What follows belongs to an exercise in optimizing a design on an open flow for small area and a short achievable clock period; a production flow would make more cautious choices. Only simulation tests tie the RTL to the original design; equivalence was not proved.

==> flow/design.v <==
`default_nettype none
package adpll_cfg_pkg;
    typedef struct packed {
        logic [7:0] kp;
        logic [7:0] ki;
    } gain_t;
    typedef struct packed {
        logic [3:0] left;
        logic [3:0] above;
        logic [3:0] right;
        logic [3:0] below;
    } weight_t;
    typedef union packed {
        gain_t   gain;
        weight_t weight;
    } cfg_word_u;
endpackage
`default_nettype wire
`default_nettype none
package adpll_sig_pkg;
    typedef logic signed [5-1:0] pdet_err_t;    
    typedef logic signed [12-1:0] nco_ctrl_t;    
endpackage
`default_nettype wire
`timescale 1ns/100ps
`default_nettype none
module mesh_ctrl
(
    input  wire                          clk258_x,
    input  wire                          rst_n_i,
    input  wire                          cfg_req_i,
    input  wire                          cfg_we_i,
    input  wire [4-1:0]  cfg_addr_i,
    input  wire [16-1:0]  cfg_wdata_i,
    output logic                         cfg_ack_o,
    output logic [16-1:0] cfg_rdata_o,
    output adpll_cfg_pkg::gain_t         gains_o,
    output adpll_cfg_pkg::weight_t       weights_11_o,
    output adpll_cfg_pkg::weight_t       weights_12_o,
    output adpll_cfg_pkg::weight_t       weights_21_o,
    output adpll_cfg_pkg::weight_t       weights_22_o,
    output logic                         enable_o
);
    logic                     req_q;
    logic                     accept;
    adpll_cfg_pkg::cfg_word_u wr_word;
    adpll_cfg_pkg::cfg_word_u rd_word;
    assign accept  = req_q & ~cfg_ack_o;     
    assign wr_word = cfg_wdata_i;
    always_comb
    begin
        rd_word = '0;
        case (cfg_addr_i)
            4'd0: rd_word.gain   = cfg_we_i ? wr_word.gain : gains_o;
            4'd1:  rd_word.weight = cfg_we_i ? wr_word.weight : weights_11_o;
            4'd2:  rd_word.weight = cfg_we_i ? wr_word.weight : weights_12_o;
            4'd3:  rd_word.weight = cfg_we_i ? wr_word.weight : weights_21_o;
            4'd4:  rd_word.weight = cfg_we_i ? wr_word.weight : weights_22_o;
            4'd5: rd_word = {{(16-1){1'b0}},
                                         cfg_we_i ? cfg_wdata_i[0] : enable_o};
            default:          rd_word = '0;     
        endcase
    end
    always_ff @(posedge clk258_x or negedge rst_n_i)
    begin
        if (!rst_n_i)
        begin
            req_q        <= 1'b0;
            cfg_ack_o    <= 1'b0;
            cfg_rdata_o  <= '0;
            gains_o      <= '0;
            weights_11_o <= {4'd2, 4'd0, 4'd1, 4'd1};
            weights_12_o <= {4'd2, 4'd0, 4'd0, 4'd2};
            weights_21_o <= {4'd0, 4'd2, 4'd2, 4'd0};
            weights_22_o <= {4'd2, 4'd2, 4'd0, 4'd0};
            enable_o     <= 1'b0;
        end
        else
        begin
            req_q     <= cfg_req_i;
            cfg_ack_o <= req_q;                  
            if (accept)
                cfg_rdata_o <= rd_word;
            else if (!req_q)
                cfg_rdata_o <= '0;
            if (accept && cfg_we_i)
            begin
                case (cfg_addr_i)
                    4'd0: gains_o      <= wr_word.gain;
                    4'd1:  weights_11_o <= wr_word.weight;
                    4'd2:  weights_12_o <= wr_word.weight;
                    4'd3:  weights_21_o <= wr_word.weight;
                    4'd4:  weights_22_o <= wr_word.weight;
                    4'd5: enable_o     <= cfg_wdata_i[0];
                    default:          ;
                endcase
            end
        end
    end
endmodule
`default_nettype wire
`timescale 1ns/100ps
`default_nettype none
module pd_counter
(
    input  wire       clk258_x,
    input  wire       rst_n_i,
    input  wire       enable_i,
    input  wire       ref_rise_i,
    output logic [7:0] cnt_o
);
    always_ff @(posedge clk258_x or negedge rst_n_i)
    begin
        if (!rst_n_i)
            cnt_o <= '0;
        else if (!enable_i)
            cnt_o <= '0;
        else if (ref_rise_i)
            cnt_o <= 8'd1;
        else if (cnt_o != 8'hff)
            cnt_o <= cnt_o + 8'd1;     
    end
endmodule
module phase_detector
(
    input  wire                      clk258_x,
    input  wire                      rst_n_i,
    input  wire                      enable_i,
    input  wire                      ref_rise_i,
    input  wire                      fb_rise_i,
    input  wire [7:0]                cnt_i,
    output adpll_sig_pkg::pdet_err_t err_o
);
    logic       ref_seen_q;     
    logic [4:0] lag;
    always_comb
    begin
        if (ref_rise_i)
            lag = 5'd0;
        else if (!ref_seen_q)
            lag = 5'b10000;                                      
        else if (cnt_i < 8'd16 || (cnt_i >= 8'd112 && cnt_i < 8'd144))
            lag = cnt_i[4:0];
        else if (cnt_i >= 8'd64 && cnt_i < 8'd112)
            lag = 5'b10000;
        else
            lag = 5'b01111;
    end
    always_ff @(posedge clk258_x or negedge rst_n_i)
    begin
        if (!rst_n_i)
        begin
            ref_seen_q <= 1'b0;
            err_o      <= '0;
        end
        else if (!enable_i)
        begin
            ref_seen_q <= 1'b0;
            err_o      <= '0;
        end
        else if (fb_rise_i)
        begin
            err_o      <= lag;
            ref_seen_q <= 1'b0;
        end
        else if (ref_rise_i)
            ref_seen_q <= 1'b1;
    end
endmodule
`default_nettype wire
`timescale 1ns/100ps
`default_nettype none
module loop_filter #(
    parameter int SW = 12       
)
(
    input  wire                           clk258_x,
    input  wire                           rst_n_i,
    input  wire                           enable_i,
    input  wire                           strobe_i,
    input  wire signed [SW-1:0]           err_sum_i,
    input  wire adpll_cfg_pkg::gain_t     gains_i,
    output adpll_sig_pkg::nco_ctrl_t      ctrl_o       
);
    localparam int PW = SW + 8;
    localparam logic signed [20-1:0] INT_MAX =
        {1'b0, {(20-1){1'b1}}};
    localparam logic signed [20-1:0] INT_MIN =
        {1'b1, {(20-1){1'b0}}};
    localparam adpll_sig_pkg::nco_ctrl_t CTRL_MAX = {1'b0, {(12-1){1'b1}}};
    localparam adpll_sig_pkg::nco_ctrl_t CTRL_MIN = {1'b1, {(12-1){1'b0}}};
    logic signed [PW-1:0]               p_prod;
    logic signed [PW-1:0]               i_prod;
    logic signed [PW-7:0]               p_q;         
    logic signed [PW-1:0]               i_q;
    logic                               pend_q;      
    logic signed [20:0]   integ_sum;
    logic signed [20-1:0] integ_q;
    logic signed [20-1:0] integ_nxt;
    logic signed [12+1:0]  ctrl_sum;     
    adpll_sig_pkg::nco_ctrl_t           ctrl_q;
    adpll_sig_pkg::nco_ctrl_t           ctrl_nxt;
    assign p_prod = $signed({1'b0, gains_i.kp}) * err_sum_i;
    assign i_prod = $signed({1'b0, gains_i.ki}) * err_sum_i;
    always_comb
    begin
        integ_sum = integ_q + i_q;
        if (integ_sum > INT_MAX)
            integ_nxt = INT_MAX;
        else if (integ_sum < INT_MIN)
            integ_nxt = INT_MIN;
        else
            integ_nxt = integ_sum[20-1:0];
        ctrl_sum = p_q + (integ_nxt >>> 7);
        if (ctrl_sum > CTRL_MAX)
            ctrl_nxt = CTRL_MAX;
        else if (ctrl_sum < CTRL_MIN)
            ctrl_nxt = CTRL_MIN;
        else
            ctrl_nxt = ctrl_sum[12-1:0];
    end
    assign ctrl_o = pend_q ? ctrl_nxt : ctrl_q;
    always_ff @(posedge clk258_x or negedge rst_n_i)
    begin
        if (!rst_n_i)
        begin
            pend_q <= 1'b0;
            p_q    <= '0;
            i_q    <= '0;
        end
        else
        begin
            pend_q <= strobe_i & enable_i;
            if (strobe_i & enable_i)
            begin
                p_q <= p_prod[PW-1:6];
                i_q <= i_prod;
            end
        end
    end
    always_ff @(posedge clk258_x or negedge rst_n_i)
    begin
        if (!rst_n_i)
        begin
            integ_q <= '0;
            ctrl_q  <= '0;
        end
        else if (!enable_i)
        begin
            integ_q <= '0;
            ctrl_q  <= '0;
        end
        else if (pend_q)
        begin
            integ_q <= integ_nxt;
            ctrl_q  <= ctrl_nxt;
        end
    end
endmodule
`default_nettype wire
`timescale 1ns/100ps
`default_nettype none
module nco
(
    input  wire                           clk258_x,
    input  wire                           rst_n_i,
    input  wire                           enable_i,
    input  wire adpll_sig_pkg::nco_ctrl_t ctrl_i,
    output logic                          gen_o,
    output logic                          div8_o,
    output logic                          fb_rise_o    
);
    localparam logic signed [16:0] BIAS = 4096;
    logic signed [16:0]   freq;
    logic        [16-1:0] acc_q;
    logic                               gen_q;
    logic                               div8_q;
    logic        [1:0]                  edge_cnt_q;
    assign freq      = BIAS + ctrl_i;
    assign gen_o     = acc_q[16-1];     
    assign fb_rise_o = div8_o & ~div8_q;
    always_ff @(posedge clk258_x or negedge rst_n_i)
    begin
        if (!rst_n_i)
        begin
            acc_q      <= '0;
            gen_q      <= 1'b0;
            edge_cnt_q <= '0;
            div8_o     <= 1'b0;
            div8_q     <= 1'b0;
        end
        else if (!enable_i)
        begin
            acc_q      <= '0;
            gen_q      <= 1'b0;
            edge_cnt_q <= '0;
            div8_o     <= 1'b0;
            div8_q     <= 1'b0;
        end
        else
        begin
            acc_q  <= acc_q + freq[16-1:0];
            gen_q  <= gen_o;
            div8_q <= div8_o;
            if (gen_o && !gen_q)
            begin
                edge_cnt_q <= edge_cnt_q + 2'd1;
                if (edge_cnt_q == 2'd3)
                    div8_o <= ~div8_o;     
            end
        end
    end
endmodule
`default_nettype wire
`timescale 1ns/100ps
`default_nettype none
module adpll_node #(
    parameter int SW = 12
)
(
    input  wire                       clk258_x,
    input  wire                       rst_n_i,
    input  wire                       enable_i,
    input  wire signed [SW-1:0]       err_sum_i,
    input  wire adpll_cfg_pkg::gain_t gains_i,
    output logic                      gen_o,
    output logic                      div8_o,
    output logic                      fb_rise_o
);
    logic                     strobe_q;     
    adpll_sig_pkg::nco_ctrl_t ctrl;
    always_ff @(posedge clk258_x or negedge rst_n_i)
    begin
        if (!rst_n_i)
            strobe_q <= 1'b0;
        else if (!enable_i)
            strobe_q <= 1'b0;
        else
            strobe_q <= fb_rise_o;
    end
    loop_filter #(.SW(SW)) u_filter (
        .clk258_x  (clk258_x),
        .rst_n_i   (rst_n_i),
        .enable_i  (enable_i),
        .strobe_i  (strobe_q),
        .err_sum_i (err_sum_i),
        .gains_i   (gains_i),
        .ctrl_o    (ctrl)
    );
    nco u_nco (
        .clk258_x  (clk258_x),
        .rst_n_i   (rst_n_i),
        .enable_i  (enable_i),
        .ctrl_i    (ctrl),
        .gen_o     (gen_o),
        .div8_o    (div8_o),
        .fb_rise_o (fb_rise_o)
    );
endmodule
`default_nettype wire
`timescale 1ns/100ps
`default_nettype none
module adpll_mesh_top
(
    input  wire                          clk258_x,
    input  wire                          rst_n_i,
    input  wire                          cfg_req_i,
    input  wire                          cfg_we_i,
    input  wire [4-1:0]  cfg_addr_i,
    input  wire [16-1:0]  cfg_wdata_i,
    output logic                         cfg_ack_o,
    output logic [16-1:0] cfg_rdata_o,
    input  wire                          ref_i,      
    output logic [3:0]                   gen_o,      
    output logic [3:0]                   div8_o
);
    adpll_cfg_pkg::gain_t     gains;
    adpll_cfg_pkg::weight_t   w11;
    adpll_cfg_pkg::weight_t   w12;
    adpll_cfg_pkg::weight_t   w21;
    adpll_cfg_pkg::weight_t   w22;
    logic                     enable;
    logic [3:0]               fb_rise;
    logic                     ref_q;
    logic                     ref_rise;
    logic [7:0]               cnt_ref;      
    logic [7:0]               cnt_11;       
    logic [7:0]               cnt_12;
    logic [7:0]               cnt_21;
    adpll_sig_pkg::pdet_err_t e11_left;
    adpll_sig_pkg::pdet_err_t e12_left;
    adpll_sig_pkg::pdet_err_t e21_above;
    adpll_sig_pkg::pdet_err_t e22_left;
    adpll_sig_pkg::pdet_err_t e22_above;
    logic signed [10:0]       s11;
    logic signed [9:0]        s12;
    logic signed [9:0]        s21;
    logic signed [9:0]        s22;
    mesh_ctrl u_ctrl (
        .clk258_x     (clk258_x),
        .rst_n_i      (rst_n_i),
        .cfg_req_i    (cfg_req_i),
        .cfg_we_i     (cfg_we_i),
        .cfg_addr_i   (cfg_addr_i),
        .cfg_wdata_i  (cfg_wdata_i),
        .cfg_ack_o    (cfg_ack_o),
        .cfg_rdata_o  (cfg_rdata_o),
        .gains_o      (gains),
        .weights_11_o (w11),
        .weights_12_o (w12),
        .weights_21_o (w21),
        .weights_22_o (w22),
        .enable_o     (enable)
    );
    always_ff @(posedge clk258_x or negedge rst_n_i)
    begin
        if (!rst_n_i)
            ref_q <= 1'b0;
        else if (!enable)
            ref_q <= 1'b0;
        else
            ref_q <= ref_i;
    end
    assign ref_rise = ref_i & ~ref_q;
    pd_counter u_cnt_ref (.clk258_x (clk258_x), .rst_n_i (rst_n_i), .enable_i (enable),
                          .ref_rise_i (ref_rise),   .cnt_o (cnt_ref));
    pd_counter u_cnt_11  (.clk258_x (clk258_x), .rst_n_i (rst_n_i), .enable_i (enable),
                          .ref_rise_i (fb_rise[0]), .cnt_o (cnt_11));
    pd_counter u_cnt_12  (.clk258_x (clk258_x), .rst_n_i (rst_n_i), .enable_i (enable),
                          .ref_rise_i (fb_rise[1]), .cnt_o (cnt_12));
    pd_counter u_cnt_21  (.clk258_x (clk258_x), .rst_n_i (rst_n_i), .enable_i (enable),
                          .ref_rise_i (fb_rise[2]), .cnt_o (cnt_21));
    phase_detector u_pd_11_left (.clk258_x (clk258_x), .rst_n_i (rst_n_i), .enable_i (enable),
        .ref_rise_i (ref_rise),   .fb_rise_i (fb_rise[0]), .cnt_i (cnt_ref), .err_o (e11_left));
    phase_detector u_pd_12_left (.clk258_x (clk258_x), .rst_n_i (rst_n_i), .enable_i (enable),
        .ref_rise_i (fb_rise[0]), .fb_rise_i (fb_rise[1]), .cnt_i (cnt_11),  .err_o (e12_left));
    phase_detector u_pd_21_above (.clk258_x (clk258_x), .rst_n_i (rst_n_i), .enable_i (enable),
        .ref_rise_i (fb_rise[0]), .fb_rise_i (fb_rise[2]), .cnt_i (cnt_11),  .err_o (e21_above));
    phase_detector u_pd_22_left (.clk258_x (clk258_x), .rst_n_i (rst_n_i), .enable_i (enable),
        .ref_rise_i (fb_rise[2]), .fb_rise_i (fb_rise[3]), .cnt_i (cnt_21),  .err_o (e22_left));
    phase_detector u_pd_22_above (.clk258_x (clk258_x), .rst_n_i (rst_n_i), .enable_i (enable),
        .ref_rise_i (fb_rise[1]), .fb_rise_i (fb_rise[3]), .cnt_i (cnt_12),  .err_o (e22_above));
    assign s11 = $signed({1'b0, w11.left})  * e11_left
               + $signed({1'b0, w11.right}) * $signed(~e12_left)
               + $signed({1'b0, w11.below}) * $signed(~e21_above);
    assign s12 = $signed({1'b0, w12.left})  * e12_left
               + $signed({1'b0, w12.below}) * $signed(~e22_above);
    assign s21 = $signed({1'b0, w21.above}) * e21_above
               + $signed({1'b0, w21.right}) * $signed(~e22_left);
    assign s22 = $signed({1'b0, w22.left})  * e22_left
               + $signed({1'b0, w22.above}) * e22_above;
    adpll_node #(.SW(11)) u_node_11 (.clk258_x (clk258_x), .rst_n_i (rst_n_i), .enable_i (enable),
        .err_sum_i (s11), .gains_i (gains), .gen_o (gen_o[0]), .div8_o (div8_o[0]), .fb_rise_o (fb_rise[0]));
    adpll_node #(.SW(10)) u_node_12 (.clk258_x (clk258_x), .rst_n_i (rst_n_i), .enable_i (enable),
        .err_sum_i (s12), .gains_i (gains), .gen_o (gen_o[1]), .div8_o (div8_o[1]), .fb_rise_o (fb_rise[1]));
    adpll_node #(.SW(10)) u_node_21 (.clk258_x (clk258_x), .rst_n_i (rst_n_i), .enable_i (enable),
        .err_sum_i (s21), .gains_i (gains), .gen_o (gen_o[2]), .div8_o (div8_o[2]), .fb_rise_o (fb_rise[2]));
    adpll_node #(.SW(10)) u_node_22 (.clk258_x (clk258_x), .rst_n_i (rst_n_i), .enable_i (enable),
        .err_sum_i (s22), .gains_i (gains), .gen_o (gen_o[3]), .div8_o (div8_o[3]), .fb_rise_o (fb_rise[3]));
endmodule
`default_nettype wire
==> flow/constraint.sdc <==
create_clock -name core_clock -period 15.0 [get_ports {clk258_x}]
set_input_delay 3.0000 -clock core_clock [delete_from_list [all_inputs] [get_ports {clk258_x}]]
set_output_delay 3.0000 -clock core_clock [all_outputs]
set_load 0.01 [all_outputs]
==> flow/config.mk <==
export PLATFORM = sky130hd
export DESIGN_NAME = adpll_mesh_top
export DESIGN_NICKNAME = adpll_mesh_top
export VERILOG_FILES = /design/flow/design.v
export SDC_FILE = /design/flow/constraint.sdc
export NUM_CORES = 4
export LEC_CHECK = 0
export CAP_MARGIN = 20
export CORE_MARGIN = 2
export CORE_UTILIZATION = 40
export SLEW_MARGIN = 20
==> flow/run.sh <==
#!/bin/bash
# synth_recipe.tcl (not shown) runs the flow's synth.tcl, then flattens the netlist and writes it again
# the make line also repeats each setting of config.mk as NAME=value (left out here)
make -C /OpenROAD-flow-scripts/flow DESIGN_CONFIG=/design/flow/config.mk WORK_HOME=/design/flow/orfs CLKGATE_MAP_FILE= SYNTH_SCRIPT=/design/flow/synth_recipe.tcl finish
==> notes.md <==
## cells by family after synthesis
kind of cell	count (synthesis)
and+or+nand+nor	1959
muxes	105
xor gates and xnor gates	326
DFF	504
buffers and inverters	1249
AOI/OAI and AO/OA	1100
adders and majority gates	1318
## routing by layer
metal / vias to the layer above / routed length [µm] / part of all wire, %
met5: - / 0 / 0
met4: 0 / 2930 / 2.0
li1: 21100 / - / -
met1: 21800 / 69200 / 48
met3: 149 / 5710 / 4.0
met2: 767 / 65800 / 46
## state kept, by name (all words and copies together) (netlist names), 18 cells and up
register	count
u_node_11.u_filter.i_q	19
u_node_11.u_filter.integ_q	20
u_node_12.u_filter.i_q	18
u_node_12.u_filter.integ_q	20
u_node_21.u_filter.i_q	18
u_node_21.u_filter.integ_q	20
u_node_22.u_filter.i_q	18
u_node_22.u_filter.integ_q	20
## stage by stage
step	hold WS (ns)	std cells	utilization [%]
final	0.416	8499	43.5
after global routing	0.430	8495	43.5
after CTS	0.415	8495	43.5
after detailed placement	0.401	8377	42.0
after global placement	0.395	8377	42.0
after floorplan	0.379	6561	-
## worst max path at each step
stage,startpoint,end,depth (start not counted)
global route,u_pd_11_left.err_o[4],u_node_11.u_filter.i_q[18],35
CTS,u_pd_11_left.err_o[4],u_node_11.u_filter.p_q[9],37
global placement,u_pd_21_above.err_o[1],u_node_11.u_filter.i_q[18],34
detailed placement,u_pd_11_left.err_o[4],u_node_11.u_filter.p_q[9],37
floorplan,u_pd_21_above.err_o[1],u_node_11.u_filter.i_q[18],36
finish,u_pd_11_left.err_o[4],u_node_11.u_filter.p_q[9],37
## placed cells by master, fill, tap and decap left out, drive strengths merged, types with 14 or more instances in the layout
cell type / synthesis / final
a2111oi: 18 / 18
a211oi: 42 / 42
a21boi: 28 / 28
a21o: 96 / 96
a21oi: 255 / 255
a22o: 18 / 18
a22oi: 32 / 32
a31oi: 54 / 54
and2: 431 / 431
and3: 37 / 37
buf: 18 / 70
clkbuf: 214 / 94
clkdlybuf4s50: 0 / 48
clkinv: 0 / 14
dfrtp: 495 / 495
fa: 663 / 663
ha: 645 / 645
inv: 1017 / 1021
mux2: 94 / 94
nand2: 661 / 661
nand2b: 86 / 86
nand3: 57 / 57
nand4: 15 / 15
nor2: 362 / 362
nor2b: 132 / 132
nor3: 90 / 90
o211ai: 27 / 27
o21a: 47 / 47
o21ai: 329 / 329
o21bai: 30 / 30
o2bb2ai: 14 / 14
o31ai: 19 / 19
or2: 22 / 22
or3: 27 / 27
xnor2: 198 / 198
xor2: 128 / 128
## final cells by class
class / count / area (µm²) / share of cell area, %
Antenna cell: 4 / 10.0 / 0.0156
Clock buffer: 94 / 1890 / 2.94
Clock inverter: 24 / 248 / 0.386
Inverter: 1017 / 3820 / 5.95
Multi-Input combinational cell: 4808 / 42100 / 65.6
Sequential cell: 504 / 12600 / 19.7
Tap cell: 1930 / 2410 / 3.76
Timing Repair Buffer: 118 / 1040 / 1.62
## synthesized netlist by cell type, types with 11 or more instances
master / n
o21a_1: 47
nor2_1: 362
a22oi_1: 32
a21oi_1: 254
o31ai_1: 18
xor2_1: 128
o21ai_0: 327
nor4_1: 11
or3_1: 27
nand2b_1: 86
nand3b_1: 12
a221o_1: 11
ha_1: 645
dfrtp_1: 495
a211oi_1: 40
and3_1: 37
o2bb2ai_1: 14
a21boi_0: 28
and2_1: 430
a22o_1: 18
nor3_1: 90
mux2i_1: 11
a21o_1: 96
nor2b_1: 132
inv_1: 1016
fa_1: 663
a31oi_1: 53
mux2_2: 94
nand4_1: 15
clkbuf_1: 214
xnor2_1: 198
nand2_1: 660
a211o_1: 12
nand3_1: 57
or2_2: 22
o211ai_1: 27
o21bai_1: 30
a2111oi_0: 17
==> flow_summary_export.csv <==
group,metric,value,unit
timing,tightest_slew,1.16,ns
logic_synthesis,ys_types,87,
cts,cts_buffers,67,
routing,viasPerCell,5.16,
floorplan,dieArea,152000,µm²
timing,post-route-period-util,67.2,%
critical_path,ff2ff_path_depth,37,
routing,detail_route.iter0.violations,2611,
logic_synthesis,yosysWarnings,9,
timing,grt_setup_unrepaired,"false",
timing,finalSetupViolCount,0,
cts,clock_path_buffers,3,
timing,slew_viol_final,0,
logic_synthesis,synthTopCellsByArea,"fa_1 (22%), dfrtp_1 (21%), ha_1 (14%)",
grt,grt_pass1_wl,242000,µm
worst_hold_path,worstHoldPathType,"flop to flop",
cts,postCtsHoldBufs,0,
critical_path,cp_data_required_time,15.53,ns
finish,drive_above_1_share,5.12,%
logic_synthesis,yosysTopAreaCellShare,22.3,%
grt,busiest_layer,"met2",
critical_path,cp.arrival,10.61,ns
critical_path,end_kind,"flop",
grt,overflow,0,
logic_synthesis,synthMuxAreaShare,1.97,%
cts,cts_resized,0,
routing,antenna_left,0,
routing,vias,43900,
cts,clock_latency,0.69,ns
grt,first_global_vias,46100,
logic_synthesis,yosys.area.top_type,"fa_1",
worst_hold_path,hold_depth,0,
critical_path,start_kind,"flop",
logic_synthesis,synth-simple-area-share,16.1,%
cts,post-cts-setup-buffers,0,
placement,hpwl,108000,µm
placement,place.gp.congestion,0.847,
timing,finalSetupTns,0,ns
routing,drc,0,
logic_synthesis,syn_inst,6561,
critical_path,r2r_end,"u_node_11.u_filter.p_q[9]",
floorplan,core,148000,µm²
critical_path,reg2reg_slack,4.92,ns
grt,gr-usage-all-layers,19.6,%
logic_synthesis,synth_compound_area_share,11.8,%
floorplan,fp.dieW,389,µm
job,maxCapViolCount,0,
logic_synthesis,synthAdderAreaFrac,36.1,%
timing,max_freq,99.2,MHz
routing,routed_wl,144000,µm
logic_synthesis,synth_fp_nets,7894,
logic_synthesis,syn_avg_cell_area,9.05,µm²
cts,clk_pin_slew,0.07,ns
finish,syn_to_final_growth,8.05,%
placement,dp_slack,4.95,ns
timing,setup_ws,4.92,ns
timing,hold_viol_final,0,
floorplan,rows,141,
logic_synthesis,synthXorXnorAreaFrac,4.81,%
worst_hold_path,whs_endpoint,"u_ctrl.cfg_ack_o",
logic_synthesis,synth_top_family_by_area,"adder cells",
floorplan,die_h,389,µm
critical_path,critPathBufInv,10,
routing,wire_per_inst,16.9,µm
cts,htreeDepth,3,
logic_synthesis,synth_area,59400,µm²
timing,final.setup_skew,0.0298,ns
grt,grt_antenna_before_repair,5,
critical_path,crit_fanout,20,
floorplan,initial_core_util,40.2,%
critical_path,cp_top_family,"adder cells",
worst_hold_path,hp-start,"u_ctrl.req_q",
grt,use_met3,2.11,%
logic_synthesis,async_flop_share,100,%
placement,place_area,62000,µm²
logic_synthesis,ys_seq_area_share,21.2,%
finish,nFillCells,14500,
logic_synthesis,synth_edf_count,0,
placement,portBuffers,49,
critical_path,slowest_delay,0.73,ns
cts,cts_root_buf,"clkbuf_16",
grt,grt.met1_usage,27.7,%
floorplan,pin_count,50,
grt,grt_max_degree,153,
logic_synthesis,ys.flop_type,"dfrtp_1",
critical_path,crit-reg2reg-launch,"u_pd_11_left.err_o[4]",
critical_path,worstSetupPathType,"flop to flop",
cts,cts_tree,"yes",
grt,use_met2,32.1,%
finish,nets,7849,
timing,max_slew_margin,23.0,%
routing,dr.pass1.iters,7,
critical_path,cpMaxStageDelayCell,"dfrtp_1",
logic_synthesis,ys_seq_elements,504,
timing,min_period,10.08,ns
finish,stdcell_area,64200,µm²
cts,cts.sinks,504,
status,status,"complete, no violations",

-- static timing again, ports no longer ideal --
Ports are ideal in the flow. The routed layout listed here was re-timed in OpenROAD.
Step 1 (the two cells are an assumption about what drives the block):
set clk [get_ports {clk258_x}]
set_driving_cell -lib_cell sky130_fd_sc_hd__clkbuf_16 $clk
set_driving_cell -lib_cell sky130_fd_sc_hd__buf_2 [delete_from_list [all_inputs] $clk]
Step 2, shift: input delay + t, output delay - t, t = (earliest + latest rising clock arrival at the registers) / 2. This alone moves slack from input paths to output paths.
Slacks: ideal / step 1 / step 2; pairs: ideal / step 1.
t, ns: 0.742
setup slack, ns: 4.919 / 4.919 / 4.919
worst data-port slew with drivers (ns): 0.05
After both steps setup and hold are still met in this run. For this run, drivers alone change the setup slack by 0.000 ns; drivers and shift together by 0.000 ns.
